Context: an optimization exercise on an open-source flow, tuned for small area, a short achievable clock period and few clock cycles per item. The choices shown serve that exercise and are no tape-out recipe.

==> run G <==
Design macc_control_top, start of the top module:
module macc_control_top (
  input logic clk,
  input logic rst_n,
  input logic mac_begin,
  input logic acc_begin,
  input macc_pkg::len_t conv_len,
  input macc_pkg::filt_t filter_num,
  input macc_pkg::data_t weight_in,
  input macc_pkg::data_t ifmap_in,
  input macc_pkg::data_t external_psum,
  input macc_pkg::acc_t internal_psum,
  output logic mul_enable,
  output logic acc_enable,
  output macc_pkg::len_t cnt_a,
  output macc_pkg::filt_t cnt_b,
  output macc_pkg::acc_t accum_out,
  output logic psum_store,
  output logic mac_finish,
  output logic acc_finish
);
  logic issue_first;
  logic issue_last;
  logic issue_end;
  logic run_acc;
  logic issue_acc;
  logic keep_d;
  logic use_i_d;
  logic op_last;
  logic op_end;
  macc_pkg::data_t op_w;
  logic [16:0] op_pp0;
  logic [7:0] op_one;
  logic [7:0] op_two;
  logic [7:0] op_neg;
  macc_pkg::acc_t op_i;
  psum_sequencer u_seq (
    .clk (clk),
    .rst_n (rst_n),
    .mac_begin (mac_begin),
    .acc_begin (acc_begin),
    .conv_len (conv_len),
    .filter_num (filter_num),
    .issue_first (issue_first),
    .issue_last (issue_last),
    .issue_end (issue_end),
    .run_acc (run_acc),
    .issue_acc (issue_acc),
    .mul_enable (mul_enable),
    .acc_enable (acc_enable),
    .cnt_a (cnt_a),
    .cnt_b (cnt_b)
  );
  operand_stage u_ops (
    .clk (clk),
    .rst_n (rst_n),
    .acc_enable (issue_acc),
    .issue_first (issue_first),
    .issue_last (issue_last),
    .issue_end (issue_end),
    .weight_in (weight_in),
    .ifmap_in (ifmap_in),
    .external_psum (external_psum),
    .internal_psum (internal_psum),
    .keep_d (keep_d),
    .use_i_d (use_i_d),
    .op_last (op_last),
    .op_end (op_end),
    .op_w (op_w),
    .op_pp0 (op_pp0),
    .op_one (op_one),
    .op_two (op_two),
    .op_neg (op_neg),
    .op_i (op_i)
  );
  macc_unit u_mac (
    .clk (clk),
    .rst_n (rst_n),
    .keep_d (keep_d),
    .use_i_d (use_i_d),
    .op_last (op_last),
    .op_end (op_end),
    .run_acc (run_acc),
    .op_w (op_w),
    .op_pp0 (op_pp0),
    .op_one (op_one),
    .op_two (op_two),
    .op_neg (op_neg),
    .op_i (op_i),
    .accum_out (accum_out),
    .psum_store (psum_store),
  ...
==> module psum_sequencer, before the edit <==
module psum_sequencer (
  input logic clk,
  input logic rst_n,
  input logic mac_begin,
  input logic acc_begin,
  input macc_pkg::len_t conv_len,
  input macc_pkg::filt_t filter_num,
  output logic issue_first,  
  output logic issue_last,  
  output logic issue_end,  
  output logic run_acc,  
  output logic issue_acc,  
  output logic mul_enable,
  output logic acc_enable,
  output macc_pkg::len_t cnt_a,
  output macc_pkg::filt_t cnt_b
);
  logic mul_en;  
  logic acc_en;
  logic mul_en_d;
  logic acc_en_d;
  macc_pkg::len_t a_q;
  macc_pkg::filt_t b_q;
  macc_pkg::len_t a_d;
  macc_pkg::filt_t b_d;
  macc_pkg::len_t len_q;  
  macc_pkg::filt_t filt_q;
  logic idle;
  logic start_mul;
  logic start_acc;
  logic a_last;  
  logic b_last;  
  macc_pkg::len_t a_inc;
  macc_pkg::filt_t b_inc;
  assign idle = ~mul_en & ~acc_en;
  assign start_mul = idle & mac_begin & ~acc_begin;
  assign start_acc = idle & acc_begin & ~mac_begin;
  assign a_inc = a_q + 1'b1;
  assign b_inc = b_q + 1'b1;
  assign a_last = (a_inc == (acc_en ? filt_q : len_q));
  assign b_last = (b_inc == filt_q);
  assign mul_en_d = start_mul | (mul_en & ~(a_last & b_last));
  assign acc_en_d = start_acc | (acc_en & ~a_last);
  assign a_d = (start_mul | start_acc | (mul_en & a_last)) ? '0 : a_inc;
  assign b_d = start_mul ? '0 : (mul_en & a_last) ? b_inc : b_q;
  always_ff @(posedge clk or negedge rst_n) begin
    if (!rst_n) begin
      mul_en <= 1'b0;
      acc_en <= 1'b0;
    end else begin
      mul_en <= mul_en_d;
      acc_en <= acc_en_d;
    end
  end
  always_ff @(posedge clk) begin
    len_q <= conv_len;
    filt_q <= filter_num;
    if (start_mul | start_acc) begin
      run_acc <= start_acc;
    end
    a_q <= a_d;
    b_q <= b_d;
  end
  macc_oreg u_out (
    .clk (clk),
    .rst_n (rst_n),
    .mul_en_d (mul_en_d),
    .acc_en_d (acc_en_d),
    .a_d (a_d),
    .b_d (b_d),
    .mul_enable (mul_enable),
    .acc_enable (acc_enable),
    .cnt_a (cnt_a),
    .cnt_b (cnt_b)
  );
  assign issue_acc = acc_en;
  assign issue_first = ~mul_en | (a_q == '0);
  assign issue_last = acc_en | (mul_en & a_last);
  assign issue_end = (acc_en | mul_en) & a_last & (acc_en | b_last);
endmodule
==> module macc_oreg, before the edit <==
module macc_oreg (
  input logic clk,
  input logic rst_n,
  input logic mul_en_d,
  input logic acc_en_d,
  input macc_pkg::len_t a_d,
  input macc_pkg::filt_t b_d,
  output logic mul_enable,
  output logic acc_enable,
  output macc_pkg::len_t cnt_a,
  output macc_pkg::filt_t cnt_b
);
  always_ff @(posedge clk or negedge rst_n) begin
    if (!rst_n) begin
      mul_enable <= 1'b0;
      acc_enable <= 1'b0;
    end else begin
      mul_enable <= mul_en_d;
      acc_enable <= acc_en_d;
    end
  end
  always_ff @(posedge clk) begin
    cnt_a <= a_d;
    cnt_b <= b_d;
  end
endmodule
==> module macc_control_top, before the edit <==
module macc_control_top (
  input logic clk,
  input logic rst_n,
  input logic mac_begin,
  input logic acc_begin,
  input macc_pkg::len_t conv_len,
  input macc_pkg::filt_t filter_num,
  input macc_pkg::data_t weight_in,
  input macc_pkg::data_t ifmap_in,
  input macc_pkg::data_t external_psum,
  input macc_pkg::acc_t internal_psum,
  output logic mul_enable,
  output logic acc_enable,
  output macc_pkg::len_t cnt_a,
  output macc_pkg::filt_t cnt_b,
  output macc_pkg::acc_t accum_out,
  output logic psum_store,
  output logic mac_finish,
  output logic acc_finish
);
  logic issue_first;
  logic issue_last;
  logic issue_end;
  logic run_acc;
  logic issue_acc;
  logic keep_d;
  logic use_i_d;
  logic op_last;
  logic op_end;
  macc_pkg::data_t op_w;
  logic [16:0] op_pp0;
  logic [7:0] op_one;
  logic [7:0] op_two;
  logic [7:0] op_neg;
  macc_pkg::acc_t op_i;
  psum_sequencer u_seq (
    .clk (clk),
    .rst_n (rst_n),
    .mac_begin (mac_begin),
    .acc_begin (acc_begin),
    .conv_len (conv_len),
    .filter_num (filter_num),
    .issue_first (issue_first),
    .issue_last (issue_last),
    .issue_end (issue_end),
    .run_acc (run_acc),
    .issue_acc (issue_acc),
    .mul_enable (mul_enable),
    .acc_enable (acc_enable),
    .cnt_a (cnt_a),
    .cnt_b (cnt_b)
  );
  operand_stage u_ops (
    .clk (clk),
    .rst_n (rst_n),
    .acc_enable (issue_acc),
    .issue_first (issue_first),
    .issue_last (issue_last),
    .issue_end (issue_end),
    .weight_in (weight_in),
    .ifmap_in (ifmap_in),
    .external_psum (external_psum),
    .internal_psum (internal_psum),
    .keep_d (keep_d),
    .use_i_d (use_i_d),
    .op_last (op_last),
    .op_end (op_end),
    .op_w (op_w),
    .op_pp0 (op_pp0),
    .op_one (op_one),
    .op_two (op_two),
    .op_neg (op_neg),
    .op_i (op_i)
  );
  macc_unit u_mac (
    .clk (clk),
    .rst_n (rst_n),
    .keep_d (keep_d),
    .use_i_d (use_i_d),
    .op_last (op_last),
    .op_end (op_end),
    .run_acc (run_acc),
    .op_w (op_w),
    .op_pp0 (op_pp0),
    .op_one (op_one),
    .op_two (op_two),
    .op_neg (op_neg),
    .op_i (op_i),
    .accum_out (accum_out),
    .psum_store (psum_store),
    .mac_finish (mac_finish),
    .acc_finish (acc_finish)
  );
endmodule
==> flow/config.mk <==
export PLATFORM = sky130hd
export DESIGN_NAME = macc_control_top
export DESIGN_NICKNAME = macc_control_top
export VERILOG_FILES = /design/flow/design.v
export SDC_FILE = /design/flow/constraint.sdc
export NUM_CORES = 4
export LEC_CHECK = 0
export CAP_MARGIN = 20
export CORE_MARGIN = 2
export CORE_UTILIZATION = 60
export CTS_CLUSTER_DIAMETER = 100
export CTS_CLUSTER_SIZE = 25
export SETUP_SLACK_MARGIN = 4.0
export SLEW_MARGIN = 20
export SYNTH_HIERARCHICAL = 1
export SYNTH_MINIMUM_KEEP_SIZE = 0
==> flow/constraint.sdc <==
create_clock -name core_clock -period 7.0 [get_ports {clk}]
set_input_delay 1.4000 -clock core_clock [delete_from_list [all_inputs] [get_ports {clk}]]
set_output_delay 1.4000 -clock core_clock [all_outputs]
set_load 0.01 [all_outputs]
standard.sh (not shown) runs the stock make flow with config.mk's settings and CLKGATE_MAP_FILE= SYNTH_SCRIPT=/design/flow/synth_recipe.tcl, a recipe that flattens the netlist after the stock synthesis.
==> flow/flow/run.sh <==
#!/bin/bash
# standard layout, with the port buffers made from the smallest plain buffer
set -euo pipefail
export BUFFER_PORTS_ARGS="-buffer_cell sky130_fd_sc_hd__buf_1"
bash standard.sh > standard_flow.log 2>&1
==> run D: changes against run G <==
--- a/flow/design.v
+++ b/flow/design.v
@@ -19,22 +19,11 @@
   output logic issue_last,  
   output logic issue_end,  
   output logic run_acc,  
-  output logic issue_acc,  
   output logic mul_enable,
   output logic acc_enable,
   output macc_pkg::len_t cnt_a,
   output macc_pkg::filt_t cnt_b
 );
-  logic mul_en;  
-  logic acc_en;
-  logic mul_en_d;
-  logic acc_en_d;
-  macc_pkg::len_t a_q;
-  macc_pkg::filt_t b_q;
-  macc_pkg::len_t a_d;
-  macc_pkg::filt_t b_d;
-  macc_pkg::len_t len_q;  
-  macc_pkg::filt_t filt_q;
   logic idle;
   logic start_mul;
   logic start_acc;
@@ -42,77 +31,40 @@
   logic b_last;  
   macc_pkg::len_t a_inc;
   macc_pkg::filt_t b_inc;
-  assign idle = ~mul_en & ~acc_en;
+  assign idle = ~mul_enable & ~acc_enable;
   assign start_mul = idle & mac_begin & ~acc_begin;
   assign start_acc = idle & acc_begin & ~mac_begin;
-  assign a_inc = a_q + 1'b1;
-  assign b_inc = b_q + 1'b1;
-  assign a_last = (a_inc == (acc_en ? filt_q : len_q));
-  assign b_last = (b_inc == filt_q);
-  assign mul_en_d = start_mul | (mul_en & ~(a_last & b_last));
-  assign acc_en_d = start_acc | (acc_en & ~a_last);
-  assign a_d = (start_mul | start_acc | (mul_en & a_last)) ? '0 : a_inc;
-  assign b_d = start_mul ? '0 : (mul_en & a_last) ? b_inc : b_q;
+  assign a_inc = cnt_a + 1'b1;
+  assign b_inc = cnt_b + 1'b1;
+  assign a_last = (a_inc == (acc_enable ? filter_num : conv_len));
+  assign b_last = (b_inc == filter_num);
   always_ff @(posedge clk or negedge rst_n) begin
     if (!rst_n) begin
-      mul_en <= 1'b0;
-      acc_en <= 1'b0;
+      mul_enable <= 1'b0;
+      acc_enable <= 1'b0;
     end else begin
-      mul_en <= mul_en_d;
-      acc_en <= acc_en_d;
+      mul_enable <= start_mul | (mul_enable & ~(a_last & b_last));
+      acc_enable <= start_acc | (acc_enable & ~a_last);
     end
   end
   always_ff @(posedge clk) begin
-    len_q <= conv_len;
-    filt_q <= filter_num;
     if (start_mul | start_acc) begin
       run_acc <= start_acc;
     end
-    a_q <= a_d;
-    b_q <= b_d;
-  end
-  macc_oreg u_out (
-    .clk (clk),
-    .rst_n (rst_n),
-    .mul_en_d (mul_en_d),
-    .acc_en_d (acc_en_d),
-    .a_d (a_d),
-    .b_d (b_d),
-    .mul_enable (mul_enable),
-    .acc_enable (acc_enable),
-    .cnt_a (cnt_a),
-    .cnt_b (cnt_b)
-  );
-  assign issue_acc = acc_en;
-  assign issue_first = ~mul_en | (a_q == '0);
-  assign issue_last = acc_en | (mul_en & a_last);
-  assign issue_end = (acc_en | mul_en) & a_last & (acc_en | b_last);
-endmodule
-module macc_oreg (
-  input logic clk,
-  input logic rst_n,
-  input logic mul_en_d,
-  input logic acc_en_d,
-  input macc_pkg::len_t a_d,
-  input macc_pkg::filt_t b_d,
-  output logic mul_enable,
-  output logic acc_enable,
-  output macc_pkg::len_t cnt_a,
-  output macc_pkg::filt_t cnt_b
-);
-  always_ff @(posedge clk or negedge rst_n) begin
-    if (!rst_n) begin
-      mul_enable <= 1'b0;
-      acc_enable <= 1'b0;
+    if (start_mul | start_acc | (mul_enable & a_last)) begin
+      cnt_a <= '0;
     end else begin
-      mul_enable <= mul_en_d;
-      acc_enable <= acc_en_d;
+      cnt_a <= a_inc;
+    end
+    if (start_mul) begin
+      cnt_b <= '0;
+    end else if (mul_enable & a_last) begin
+      cnt_b <= b_inc;
     end
   end
-  always_ff @(posedge clk) begin
-    cnt_a <= a_d;
-    cnt_b <= b_d;
-  end
+  assign issue_first = ~mul_enable | (cnt_a == '0);
+  assign issue_last = acc_enable | (mul_enable & a_last);
+  assign issue_end = (acc_enable | mul_enable) & a_last & (acc_enable | b_last);
 endmodule
 `default_nettype wire
 `timescale 1ns/1ps
@@ -1077,7 +1029,6 @@
   logic issue_last;
   logic issue_end;
   logic run_acc;
-  logic issue_acc;
   logic keep_d;
   logic use_i_d;
   logic op_last;
@@ -1099,7 +1050,6 @@
     .issue_last (issue_last),
     .issue_end (issue_end),
     .run_acc (run_acc),
-    .issue_acc (issue_acc),
     .mul_enable (mul_enable),
     .acc_enable (acc_enable),
     .cnt_a (cnt_a),
@@ -1108,7 +1058,7 @@
   operand_stage u_ops (
     .clk (clk),
     .rst_n (rst_n),
-    .acc_enable (issue_acc),
+    .acc_enable (acc_enable),
     .issue_first (issue_first),
     .issue_last (issue_last),
     .issue_end (issue_end),
==> flow_summary.toml <==
[run_status]
status = "timing/DRC/antenna clean"

[grt]
antenna_found_initial = 3
use_met2_pct = 41.3

[final_layout]
nNonClkBuffers = 147
flops_and_latches = 247
inverters = 22

[die]
die_w_um = 163

[timing]
fmax_ghz = 0.347

[synthesis]
syn_inst = 1363

[placed_design]
dpl.hpwl_um = 22800
That was run G.
==> flow_summary.toml <==
[timing]
fmax_ghz = 0.345

[run_status]
status = "timing/DRC/antenna clean"

[grt]
use_met2_pct = 39.1
antenna_found_initial = 2

[final_layout]
flops_and_latches = 229
inverters = 21
nNonClkBuffers = 148

[die]
die_w_um = 161

[synthesis]
syn_inst = 1348
That was run D.
No run of this note included a check of the RTL's function; only the layout flow was run.

[afterwards: timing with drivers on the ports]
The results above use ideal ports. As a check the final layouts listed here were re-extracted and re-timed, cells and wires unchanged.
Step 1: set_driving_cell puts a clkbuf_16 on clk and a buf_2 on each other input, an assumption about the parent block.
Step 2 adds t to the input delays and takes it off the output delays; t is the mean of the earliest and latest rising clock arrival at the registers after step 1. Input paths then give back, and output paths get back, about the clock's delay inside the block.
Three values: no drivers, after step 1, after step 2; two values: the first two.
run	t (ns)	setup WS [ns]	hold WS [ns]	clock arrival spread, ns	slew at the worst register clock pin (ns)
run G	0.532	4.117 / 4.117 / 4.117	0.318 / 0.318 / 0.318	0.013 / 0.013	0.10 / 0.10
run D	0.522	4.099 / 4.099 / 3.819	0.333 / 0.333 / 0.333	0.020 / 0.021	0.10 / 0.10
After both steps setup and hold are still met in every run listed. The setup slack of run D, which loses most, moves by 0.000 ns with the drivers and by -0.280 ns with both steps.
